What follows belongs to an exercise in optimizing a design on an open flow for small area; a production flow would make more cautious choices. In this exercise RTL edits were held to simulation tests only and were not proved equivalent to the original. Power and IR drop assume default switching activity.

## config.mk

```make
export PLATFORM = sky130hd
export DESIGN_NAME = rv_core_top
export DESIGN_NICKNAME = rv_core_top
export VERILOG_FILES = /design/flow/design.v
export SDC_FILE = /design/flow/constraint.sdc
export NUM_CORES = 4
export LEC_CHECK = 0
export CAP_MARGIN = 20
export CORE_MARGIN = 2
export CORE_UTILIZATION = 40
export SLEW_MARGIN = 20
```

## constraint.sdc

```tcl
create_clock -name core_clock -period 9.0 [get_ports {clk}]
set_input_delay 1.8000 -clock core_clock [delete_from_list [all_inputs] [get_ports {clk}]]
set_output_delay 1.8000 -clock core_clock [all_outputs]
set_load 0.01 [all_outputs]
```

## design.v

```verilog
`timescale 1ns/1ps
package rv_core_pkg;
   typedef enum logic [6:0] {
      OP_REG    = 7'b0110011,
      OP_IMM    = 7'b0010011,
      OP_LOAD   = 7'b0000011,
      OP_STORE  = 7'b0100011,
      OP_BRANCH = 7'b1100011
   } opcode_e;
   typedef struct packed {
      logic [6:0] funct7;
      logic [4:0] rs2;
      logic [4:0] rs1;
      logic [2:0] funct3;
      logic [4:0] rd;
      logic [6:0] opcode;
   } r_fmt_t;
   typedef struct packed {
      logic [11:0] imm;
      logic [4:0]  rs1;
      logic [2:0]  funct3;
      logic [4:0]  rd;
      logic [6:0]  opcode;
   } i_fmt_t;
   typedef struct packed {
      logic [6:0] imm_hi;    
      logic [4:0] rs2;
      logic [4:0] rs1;
      logic [2:0] funct3;
      logic [4:0] imm_lo;    
      logic [6:0] opcode;
   } s_fmt_t;
   typedef struct packed {
      logic       imm_12;
      logic [5:0] imm_10_5;
      logic [4:0] rs2;
      logic [4:0] rs1;
      logic [2:0] funct3;
      logic [3:0] imm_4_1;
      logic       imm_11;
      logic [6:0] opcode;
   } b_fmt_t;
   typedef union packed {
      r_fmt_t r_fmt;
      i_fmt_t i_fmt;
      s_fmt_t s_fmt;
      b_fmt_t b_fmt;
   } instr_u;
   typedef enum logic [2:0] {
      OPC_ALU_R, OPC_ALU_I, OPC_LOAD, OPC_STORE, OPC_BRANCH, OPC_ILLEGAL
   } op_class_e;
   typedef enum logic [3:0] {
      ALU_ADD, ALU_SUB, ALU_SLL, ALU_SLT, ALU_SLTU,
      ALU_XOR, ALU_SRL, ALU_SRA, ALU_OR, ALU_AND
   } alu_op_e;
   typedef enum logic [2:0] {
      BR_EQ = 3'b000, BR_NE = 3'b001, BR_LT = 3'b100,
      BR_GE = 3'b101, BR_LTU = 3'b110, BR_GEU = 3'b111
   } br_cond_e;
   typedef enum logic [1:0] {
      MEM_B = 2'b00, MEM_H = 2'b01, MEM_W = 2'b10
   } mem_size_e;
   typedef struct packed {
      logic        valid;
      op_class_e   cls;
      alu_op_e     alu_op;
      logic [2:0]  funct3;
      logic [4:0]  rd;
      logic [4:0]  rs1;
      logic [4:0]  rs2;
      logic [31:0] imm;      
   } dec_op_t;
   typedef struct packed {
      logic        valid;
      op_class_e   cls;
      logic [2:0]  funct3;
      logic [4:0]  rd;
      logic [31:0] value;    
      logic [31:0] store_data;
      logic        taken;
      logic [31:0] offset;
   } exe_res_t;
   typedef struct packed {
      logic        valid;
      logic [4:0]  rd;
      logic [31:0] data;
   } wb_t;
endpackage
`timescale 1ns/1ps
module instr_decoder (
   input  logic    clk,
   input  logic    rst_n,
   input  logic    instr_valid,
   input  rv_core_pkg::instr_u  instr,
   output rv_core_pkg::dec_op_t dec
);
   rv_core_pkg::dec_op_t nxt;
   rv_core_pkg::dec_op_t op_q;      
   logic    valid_q;
   function automatic rv_core_pkg::alu_op_e alu_map(input logic [2:0] f3,
                                       input logic       alt,
                                       input logic       sub_ok);
      rv_core_pkg::alu_op_e op;
      case (f3)
         3'b000:  op = (alt && sub_ok) ? rv_core_pkg::ALU_SUB : rv_core_pkg::ALU_ADD;
         3'b001:  op = rv_core_pkg::ALU_SLL;
         3'b010:  op = rv_core_pkg::ALU_SLT;
         3'b011:  op = rv_core_pkg::ALU_SLTU;
         3'b100:  op = rv_core_pkg::ALU_XOR;
         3'b101:  op = alt ? rv_core_pkg::ALU_SRA : rv_core_pkg::ALU_SRL;
         3'b110:  op = rv_core_pkg::ALU_OR;
         default: op = rv_core_pkg::ALU_AND;
      endcase
      alu_map = op;
   endfunction
   always_comb begin
      nxt        = '0;
      nxt.cls    = rv_core_pkg::OPC_ILLEGAL;
      nxt.alu_op = rv_core_pkg::ALU_ADD;              
      nxt.funct3 = instr.r_fmt.funct3;   
      nxt.rd     = instr.r_fmt.rd;
      nxt.rs1    = instr.r_fmt.rs1;
      nxt.rs2    = instr.r_fmt.rs2;
      case (instr.r_fmt.opcode)
         rv_core_pkg::OP_REG: begin
            nxt.cls    = rv_core_pkg::OPC_ALU_R;
            nxt.alu_op = alu_map(instr.r_fmt.funct3, instr.r_fmt.funct7[5], 1'b1);
         end
         rv_core_pkg::OP_IMM: begin
            nxt.cls    = rv_core_pkg::OPC_ALU_I;
            nxt.imm    = {{20{instr.i_fmt.imm[11]}}, instr.i_fmt.imm};
            nxt.alu_op = alu_map(instr.i_fmt.funct3, instr.i_fmt.imm[10], 1'b0);
         end
         rv_core_pkg::OP_LOAD: begin
            nxt.cls = rv_core_pkg::OPC_LOAD;
            nxt.imm = {{20{instr.i_fmt.imm[11]}}, instr.i_fmt.imm};
         end
         rv_core_pkg::OP_STORE: begin
            nxt.cls = rv_core_pkg::OPC_STORE;
            nxt.imm = {{20{instr.s_fmt.imm_hi[6]}}, instr.s_fmt.imm_hi,
                       instr.s_fmt.imm_lo};
         end
         rv_core_pkg::OP_BRANCH: begin
            nxt.cls = rv_core_pkg::OPC_BRANCH;
            nxt.imm = {{19{instr.b_fmt.imm_12}}, instr.b_fmt.imm_12,
                       instr.b_fmt.imm_11, instr.b_fmt.imm_10_5,
                       instr.b_fmt.imm_4_1, 1'b0};
         end
         default: nxt.cls = rv_core_pkg::OPC_ILLEGAL;
      endcase
   end
   always_ff @(posedge clk or negedge rst_n) begin
      if (!rst_n) begin
         valid_q <= 1'b0;
      end else begin
         valid_q <= instr_valid;
      end
   end
   always_ff @(posedge clk) begin
      if (instr_valid) begin
         op_q <= nxt;
      end
   end
   always_comb begin
      dec       = op_q;
      dec.valid = valid_q;
   end
endmodule
`timescale 1ns/1ps
module execute_unit (
   input  logic     clk,
   input  logic     rst_n,
   input  rv_core_pkg::dec_op_t  dec,
   input  rv_core_pkg::wb_t      wb,
   output rv_core_pkg::exe_res_t exe
);
   logic [31:0] regs [32];
   logic [31:0] rs1_val;
   logic [31:0] rs2_val;
   logic [31:0] op_b;
   logic [31:0] alu_res;
   logic        taken;
   rv_core_pkg::exe_res_t    nxt;
   rv_core_pkg::exe_res_t    res_q;
   logic        valid_q;
   function automatic logic [31:0] bypass(input logic [4:0]  idx,
                                          input logic [31:0] rf_val,
                                          input rv_core_pkg::exe_res_t    ex,
                                          input rv_core_pkg::wb_t         w);
      logic ex_alu;
      ex_alu = ex.valid && (ex.cls == rv_core_pkg::OPC_ALU_R || ex.cls == rv_core_pkg::OPC_ALU_I);
      if (idx == 5'd0) begin
         bypass = '0;    
      end else if (ex_alu && ex.rd == idx) begin
         bypass = ex.value;
      end else if (w.valid && w.rd == idx) begin
         bypass = w.data;
      end else begin
         bypass = rf_val;
      end
   endfunction
   always_ff @(posedge clk or negedge rst_n) begin
      if (!rst_n) begin
         for (int i = 0; i < 32; i++) begin
            regs[i] <= '0;
         end
      end else if (wb.valid && wb.rd != 5'd0) begin
         regs[wb.rd] <= wb.data;
      end
   end
   always_comb begin
      rs1_val = bypass(dec.rs1, regs[dec.rs1], exe, wb);
      rs2_val = bypass(dec.rs2, regs[dec.rs2], exe, wb);
   end
   assign op_b = (dec.cls == rv_core_pkg::OPC_ALU_R) ? rs2_val : dec.imm;
   always_comb begin
      case (dec.alu_op)
         rv_core_pkg::ALU_SUB:  alu_res = rs1_val - op_b;
         rv_core_pkg::ALU_SLL:  alu_res = rs1_val << op_b[4:0];
         rv_core_pkg::ALU_SLT:  alu_res = {31'b0, $signed(rs1_val) < $signed(op_b)};
         rv_core_pkg::ALU_SLTU: alu_res = {31'b0, rs1_val < op_b};
         rv_core_pkg::ALU_XOR:  alu_res = rs1_val ^ op_b;
         rv_core_pkg::ALU_SRL:  alu_res = rs1_val >> op_b[4:0];
         rv_core_pkg::ALU_SRA:  alu_res = $unsigned($signed(rs1_val) >>> op_b[4:0]);
         rv_core_pkg::ALU_OR:   alu_res = rs1_val | op_b;
         rv_core_pkg::ALU_AND:  alu_res = rs1_val & op_b;
         default:  alu_res = rs1_val + op_b;
      endcase
   end
   always_comb begin
      case (dec.funct3)
         rv_core_pkg::BR_EQ:   taken = (rs1_val == rs2_val);
         rv_core_pkg::BR_NE:   taken = (rs1_val != rs2_val);
         rv_core_pkg::BR_LT:   taken = ($signed(rs1_val) < $signed(rs2_val));
         rv_core_pkg::BR_GE:   taken = ($signed(rs1_val) >= $signed(rs2_val));
         rv_core_pkg::BR_LTU:  taken = (rs1_val < rs2_val);
         rv_core_pkg::BR_GEU:  taken = (rs1_val >= rs2_val);
         default: taken = 1'b0;    
      endcase
   end
   always_comb begin
      nxt            = '0;
      nxt.cls        = dec.cls;
      nxt.funct3     = dec.funct3;
      nxt.rd         = dec.rd;
      nxt.value      = alu_res;    
      nxt.store_data = rs2_val;
      nxt.taken      = taken;
      nxt.offset     = dec.imm;
   end
   always_ff @(posedge clk or negedge rst_n) begin
      if (!rst_n) begin
         valid_q <= 1'b0;
      end else begin
         valid_q <= dec.valid;
      end
   end
   always_ff @(posedge clk) begin
      if (dec.valid) begin
         res_q <= nxt;
      end
   end
   always_comb begin
      exe       = res_q;
      exe.valid = valid_q;
   end
endmodule
`timescale 1ns/1ps
module result_unit (
   input  logic        clk,
   input  logic        rst_n,
   input  rv_core_pkg::exe_res_t    exe,
   output rv_core_pkg::wb_t         wb,
   output logic        br_valid,
   output logic        br_taken,
   output logic [31:0] br_offset,
   output logic        illegal
);
   logic [31:0]           mem [64];
   logic [6-1:0] word_idx;
   logic [1:0]            byte_off;
   logic [3:0]            byte_en;
   logic [31:0]           wdata;
   logic [31:0]           rdata;
   logic [31:0]           lane;
   logic [31:0]           ld_val;
   logic                  is_store;
   logic                  wb_en;
   logic                  wb_valid_q;
   logic [4:0]            wb_rd_q;
   logic [31:0]           wb_data_q;
   assign word_idx = exe.value[6+1:2];
   assign byte_off = exe.value[1:0];
   assign is_store = exe.valid && exe.cls == rv_core_pkg::OPC_STORE;
   always_comb begin
      case (exe.funct3[1:0])
         rv_core_pkg::MEM_B: begin
            byte_en = 4'b0001 << byte_off;
            wdata   = {4{exe.store_data[7:0]}};
         end
         rv_core_pkg::MEM_H: begin
            byte_en = byte_off[1] ? 4'b1100 : 4'b0011;
            wdata   = {2{exe.store_data[15:0]}};
         end
         default: begin
            byte_en = 4'b1111;
            wdata   = exe.store_data;
         end
      endcase
   end
   always_ff @(posedge clk) begin
      for (int i = 0; i < 4; i++) begin
         if (is_store && byte_en[i]) begin
            mem[word_idx][8*i +: 8] <= wdata[8*i +: 8];
         end
      end
   end
   assign rdata = mem[word_idx];
   always_comb begin
      case (exe.funct3[1:0])
         rv_core_pkg::MEM_B: begin
            lane   = rdata >> {byte_off, 3'b000};
            ld_val = exe.funct3[2] ? {24'b0, lane[7:0]} : {{24{lane[7]}}, lane[7:0]};
         end
         rv_core_pkg::MEM_H: begin
            lane   = rdata >> {byte_off[1], 4'b0000};
            ld_val = exe.funct3[2] ? {16'b0, lane[15:0]} : {{16{lane[15]}}, lane[15:0]};
         end
         default: begin
            lane   = rdata;
            ld_val = rdata;
         end
      endcase
   end
   assign wb_en = exe.valid && exe.rd != 5'd0 &&
                  (exe.cls == rv_core_pkg::OPC_ALU_R || exe.cls == rv_core_pkg::OPC_ALU_I || exe.cls == rv_core_pkg::OPC_LOAD);
   always_ff @(posedge clk or negedge rst_n) begin
      if (!rst_n) begin
         wb_valid_q <= 1'b0;
         br_valid   <= 1'b0;
         illegal    <= 1'b0;
      end else begin
         wb_valid_q <= wb_en;
         br_valid   <= exe.valid && exe.cls == rv_core_pkg::OPC_BRANCH;
         illegal    <= exe.valid && exe.cls == rv_core_pkg::OPC_ILLEGAL;
      end
   end
   always_ff @(posedge clk) begin
      if (wb_en) begin
         wb_rd_q   <= exe.rd;
         wb_data_q <= (exe.cls == rv_core_pkg::OPC_LOAD) ? ld_val : exe.value;
      end
      if (exe.valid && exe.cls == rv_core_pkg::OPC_BRANCH) begin
         br_taken  <= exe.taken;
         br_offset <= exe.offset;
      end
   end
   assign wb = {wb_valid_q, wb_rd_q, wb_data_q};
endmodule
`timescale 1ns/1ps
module rv_core_top (
   input  logic        clk,
   input  logic        rst_n,
   input  logic        instr_valid,
   input  rv_core_pkg::instr_u      instr,
   output logic        wb_valid,
   output logic [4:0]  wb_rd,
   output logic [31:0] wb_data,
   output logic        br_valid,
   output logic        br_taken,
   output logic [31:0] br_offset,
   output logic        illegal
);
   rv_core_pkg::dec_op_t  dec;
   rv_core_pkg::exe_res_t exe;
   rv_core_pkg::wb_t      wb;    
   instr_decoder decode_i (
      .clk,
      .rst_n,
      .instr_valid,
      .instr,
      .dec
   );
   execute_unit execute_i (
      .clk,
      .rst_n,
      .dec,
      .wb,
      .exe
   );
   result_unit result_i (
      .clk,
      .rst_n,
      .exe,
      .wb,
      .br_valid,
      .br_taken,
      .br_offset,
      .illegal
   );
   assign wb_valid = wb.valid;
   assign wb_rd    = wb.rd;
   assign wb_data  = wb.data;
endmodule
```

## run.sh

```bash
#!/bin/bash
# synth_recipe.tcl (not shown) runs the flow's synth.tcl, then flattens the netlist and writes it again
# the make line also repeats each setting of config.mk as NAME=value (left out here)
make -C /OpenROAD-flow-scripts/flow DESIGN_CONFIG=/design/flow/config.mk WORK_HOME=/design/flow/orfs CLKGATE_MAP_FILE= SYNTH_SCRIPT=/design/flow/synth_recipe.tcl finish
```

==> flow_summary.yaml <==
critical_path:
  cp_num_buf_inv: 3
  cpMostUsedCell: "a21oi_1"
  end_kind: "flip-flop"
  critical_path_peak_fanout: 19
  crit_slowest_cell: "edfxtp_1"
  path_delay_family: "compound AO/OA/AOI/OAI gates"
  startpoint_type: "flip-flop"
  worstPathArrival_ps: 9320
  worstPathRequired_ps: 9770
  cp_slowest_stage_delay_ps: 920
  critPathKind: "flip-flop to flip-flop"
yosys:
  synth_top_family_by_area: "multiplexers"
  seq_area_frac_synth: 0.626
  syn-cell-area_mm2: 0.147
  synth.distinct_cells: 104
  synth_nets: 9902
  netlist_instances: 9736
  synth-xor-area-share: 0.00203
  synthAdderAreaFrac: 0.0113
  yosysWarnings: 4
  synth_mux_area_frac: 0.190
  synth_simple_gate_area_share: 0.0593
  synth_area_per_cell_um2: 15.1
  async_flop_share: 0.309
  synth_edf_count: 2226
  yosys_most_used_dff: "edfxtp_1"
  synth-compound-area-share: 0.0865
  ys_seq_elements: 3229
routing:
  vias: 101000
  drt_first_pass_iters: 12
  drt-initial-drc-count: 16100
  post-route-drc-count: 0
  totalWireLength_um: 612000
  drt-vias-per-instance: 6.74
  routedWlPerCell_um: 41.0
  postRouteAntennaNets: 0
global_route:
  grt_overflow: 0
  grt_pass1_vias: 98200
  grt_max_degree: 154
  antenna_found_initial: 39
  grt_first_pass_wirelength_um: 834000
  grtUsageTotal: 0.323
die:
  start_util: 0.402
  coreArea_mm2: 0.366
  fp.dieArea_mm2: 0.372
  rows: 222
  ios: 108
  die_height_um: 610
  die_x_um: 610
clocking:
  path_clk_slew_ps: 60
  cts_sinks: 3229
  cts_hold_buf: 0
  worstSkewPairLatency_ps: 990
  cts_tree: "done"
  h-tree-depth: 5
  cts_setup_buffers: 0
  cts_resized: 0
  cts_root_buffer: "clkbuf_16"
  clock_path_buffers: 4
  cts-buffers-inserted: 347
final_layout:
  final_layout_size_suffix_gt1_frac: 0.278
  layout.area.seq_mm2: 0.0919
  fillers: 31800
  area_delta_synth_final_pct: 13.5
  nets: 9991
  multiInputGateArea_mm2: 0.0522
timing:
  setup_viol: 0
  period_needed_ps: 8550
  timing.fmax_mhz: 117
  tns_ps: 0
  relSlewSlack: 0.0912
  fin_crit_sh: 0.950
  slew_viol_final: 0
  worst_pin_slew_ps: 1350
  rsz0062_at_grt: "no"
  clock-skew-final_ps: 80.8
  hold_violations: 0
pwr:
  p_seq_frac: 0.459
  fin_total_pwr_w: 0.0377
  intPower_w: 0.0272
  p_clk_frac: 0.388
  switchingPower_w: 0.0106
  power_density_mw_per_mm2: 226
  ir_worst_vdd_mv: 0.189
  cellLeakagePower_nw: 61.0
  p_sw_frac: 0.280
  combPwrFrac: 0.153
run:
  drv_cap: 0
place:
  gp_congestion: 1.01
  dp_hpwl_um: 400000
  io_buffers: 107
hold_path:
  hold_path.class: "flip-flop to flip-flop"
outcome:
  outcome: "complete, no violations"
[final cells by class]
cell class / instances / area share
clock buffers: 446 / 0.0565
diodes: 28 / 0.000420
inverters: 135 / 0.00305
well taps: 4816 / 0.0361
clock inverters: 171 / 0.0124
repair buffers: 527 / 0.0277
multi-input cells: 5585 / 0.313
flip-flops and latches: 3229 / 0.551
[worst register-to-register path, cell delays in order (launching register included)]
cell	delay, ps
edfxtp_1	920
or2_1	840
nor2_4	440
buf_4	460
a222oi_1	250
nand4_1	150
nor3_2	750
buf_4	240
nor3_1	50
a21oi_1	200
nand2_1	80
o21ai_0	150
o31ai_1	150
ha_1	420
inv_1	130
a21oi_1	470
a311o_1	390
a21oi_1	150
o211a_1	280
o311a_1	310
o22ai_1	510
o41ai_1	140
a21oi_1	220
a21oi_1	110
or4_1	430
o211ai_1	170
[registers in the layout (all words and copies together) (netlist names), named ones only]
register,cells
result_i.wb_data_q,32
decode_i.op_q,38
result_i.mem,2048
result_i.br_offset,13
result_i.br_valid,1
result_i.wb_rd_q,5
result_i.br_taken,1
result_i.illegal,1
execute_i.regs,992
result_i.wb_valid_q,1
decode_i.valid_q,1
execute_i.res_q,89
execute_i.valid_q,1
[power groups by stage]
stage | registers (W) | clock network [W] | logic [W]
floorplan | 0.0172 | 0 | 0.00325
global placement | 0.0176 | 0 | 0.00557
detailed placement | 0.0176 | 0 | 0.00563
CTS | 0.0173 | 0.0148 | 0.00565
global route | 0.0173 | 0.0153 | 0.00596
finish | 0.0173 | 0.0146 | 0.00577
[synth_stat cells, drive strengths merged (29+ instances only)]
| cell type | count | share of area |
|---|---|---|
| a2111oi | 42 | 0.0025 |
| nor3 | 110 | 0.0039 |
| nand2 | 363 | 0.0093 |
| edfxtp | 2226 | 0.45 |
| dfrtp | 997 | 0.17 |
| o21ai | 240 | 0.0082 |
| and3 | 147 | 0.0063 |
| mux2i | 140 | 0.0096 |
| nand3 | 109 | 0.0037 |
| ha | 129 | 0.011 |
| buf | 240 | 0.0082 |
| a221oi | 103 | 0.0061 |
| a22o | 78 | 0.0046 |
| a211oi | 80 | 0.0041 |
| a22oi | 643 | 0.033 |
| a21boi | 31 | 0.0016 |
| mux4 | 665 | 0.10 |
| nand4 | 146 | 0.0062 |
| o22ai | 40 | 0.0017 |
| nand2b | 49 | 0.0021 |
| inv | 135 | 0.0035 |
| clkbuf | 547 | 0.014 |
| a21oi | 264 | 0.0090 |
| nor2 | 668 | 0.017 |
| a222oi | 29 | 0.0020 |
| o211ai | 30 | 0.0015 |
| mux2 | 1020 | 0.078 |
[routing by layer]
layer	share of wire	track usage
met1	0.37	0.407
met2	0.43	0.478
met3	0.11	0.103
met4	0.084	0.215
met5	0.00047	0.00142
[through the flow]
step,hold slack (ps),worst slack (ps),area [µm²],utilization,cells
2_1_floorplan,400,2860,147000,-,9736
3_3_place_gp,408,393,155000,0.424,14300
3_5_place_dp,405,843,155000,0.424,14300
4_1_cts,426,822,167000,0.456,14900
5_1_grt,432,346,167000,0.456,14900
6_report,423,452,167000,0.456,14900
[cells in the final DEF, fill, tap and decap left out, types with 30 or more instances in the layout]
master / n
edfxtp_1: 2226
clkbuf_16: 351
nor2_4: 73
nand3_1: 109
buf_4: 386
nand4_1: 146
a211oi_1: 79
clkbuf_1: 67
clkdlybuf4s50_1: 105
nor3_1: 98
ha_1: 129
o211ai_1: 30
nand2b_1: 49
mux2i_1: 138
a22o_1: 78
and3_1: 147
o22ai_1: 40
nor2_1: 589
bufinv_16: 36
inv_1: 130
mux2_2: 1019
nand2_1: 354
o21ai_0: 197
mux4_2: 665
dfrtp_1: 996
clkinv_2: 42
a2111oi_0: 39
a221oi_1: 103
a21oi_1: 262
clkinv_1: 44
a22oi_1: 641
[worst paths after layout]
kind	start	endpoint	slack (ps)	depth (start not counted)
setup / recovery	decode_i.op_q[32]$_DFFE_PP_	execute_i.res_q[95]$_DFFE_PP_	450	25
hold / removal	execute_i.res_q[1]$_DFFE_PP_	result_i.br_offset[1]$_DFFE_PP_	420	0
setup reg to reg	decode_i.op_q[32]$_DFFE_PP_	execute_i.res_q[95]$_DFFE_PP_	450	25
hold reg to reg	execute_i.res_q[1]$_DFFE_PP_	result_i.br_offset[1]$_DFFE_PP_	420	0
max in group asynchronous	rst_n	execute_i.regs[5][0]$_DFFE_PN0P_	5950	3
min in group asynchronous	rst_n	execute_i.regs[9][24]$_DFFE_PN0P_	840	1
[logic make-up (layout without fill, tap and decap cells)]
group                      Yosys count  after routing
AOI/OAI and AO/OA                 1789           1789
other                                0             28
DFF                               3229           3229
and+or+nand+nor                   1806           1806
buffers and inverters              922           1279
xor gates and xnor gates            34             34
adders and majority gates          131            131
muxes                             1825           1825

==> re-timing with driven ports <==
How much do the figures lean on ideal ports? The routed layout below was timed once more, with nothing changed but the port constraints.
Step 1 (the two cells are an assumption about what drives the block):
set clk [get_ports {clk}]
set_driving_cell -lib_cell sky130_fd_sc_hd__clkbuf_16 $clk
set_driving_cell -lib_cell sky130_fd_sc_hd__buf_2 [delete_from_list [all_inputs] $clk]
Step 2 moves the port delays by t, midway between the first and last clock arrival at a register: inputs arrive t later, outputs are due t later. That takes back most of the time a late clock gives input paths.
Three values: no drivers, after step 1, after step 2; two values: the first two.
t, ns: 1.047
setup slack, ns: 0.452 / 0.452 / 0.452
worst setup path at the end: register to register
After both steps this run still meets setup and hold. For this run, drivers alone change the setup slack by 0.000 ns; drivers and shift together by 0.000 ns.
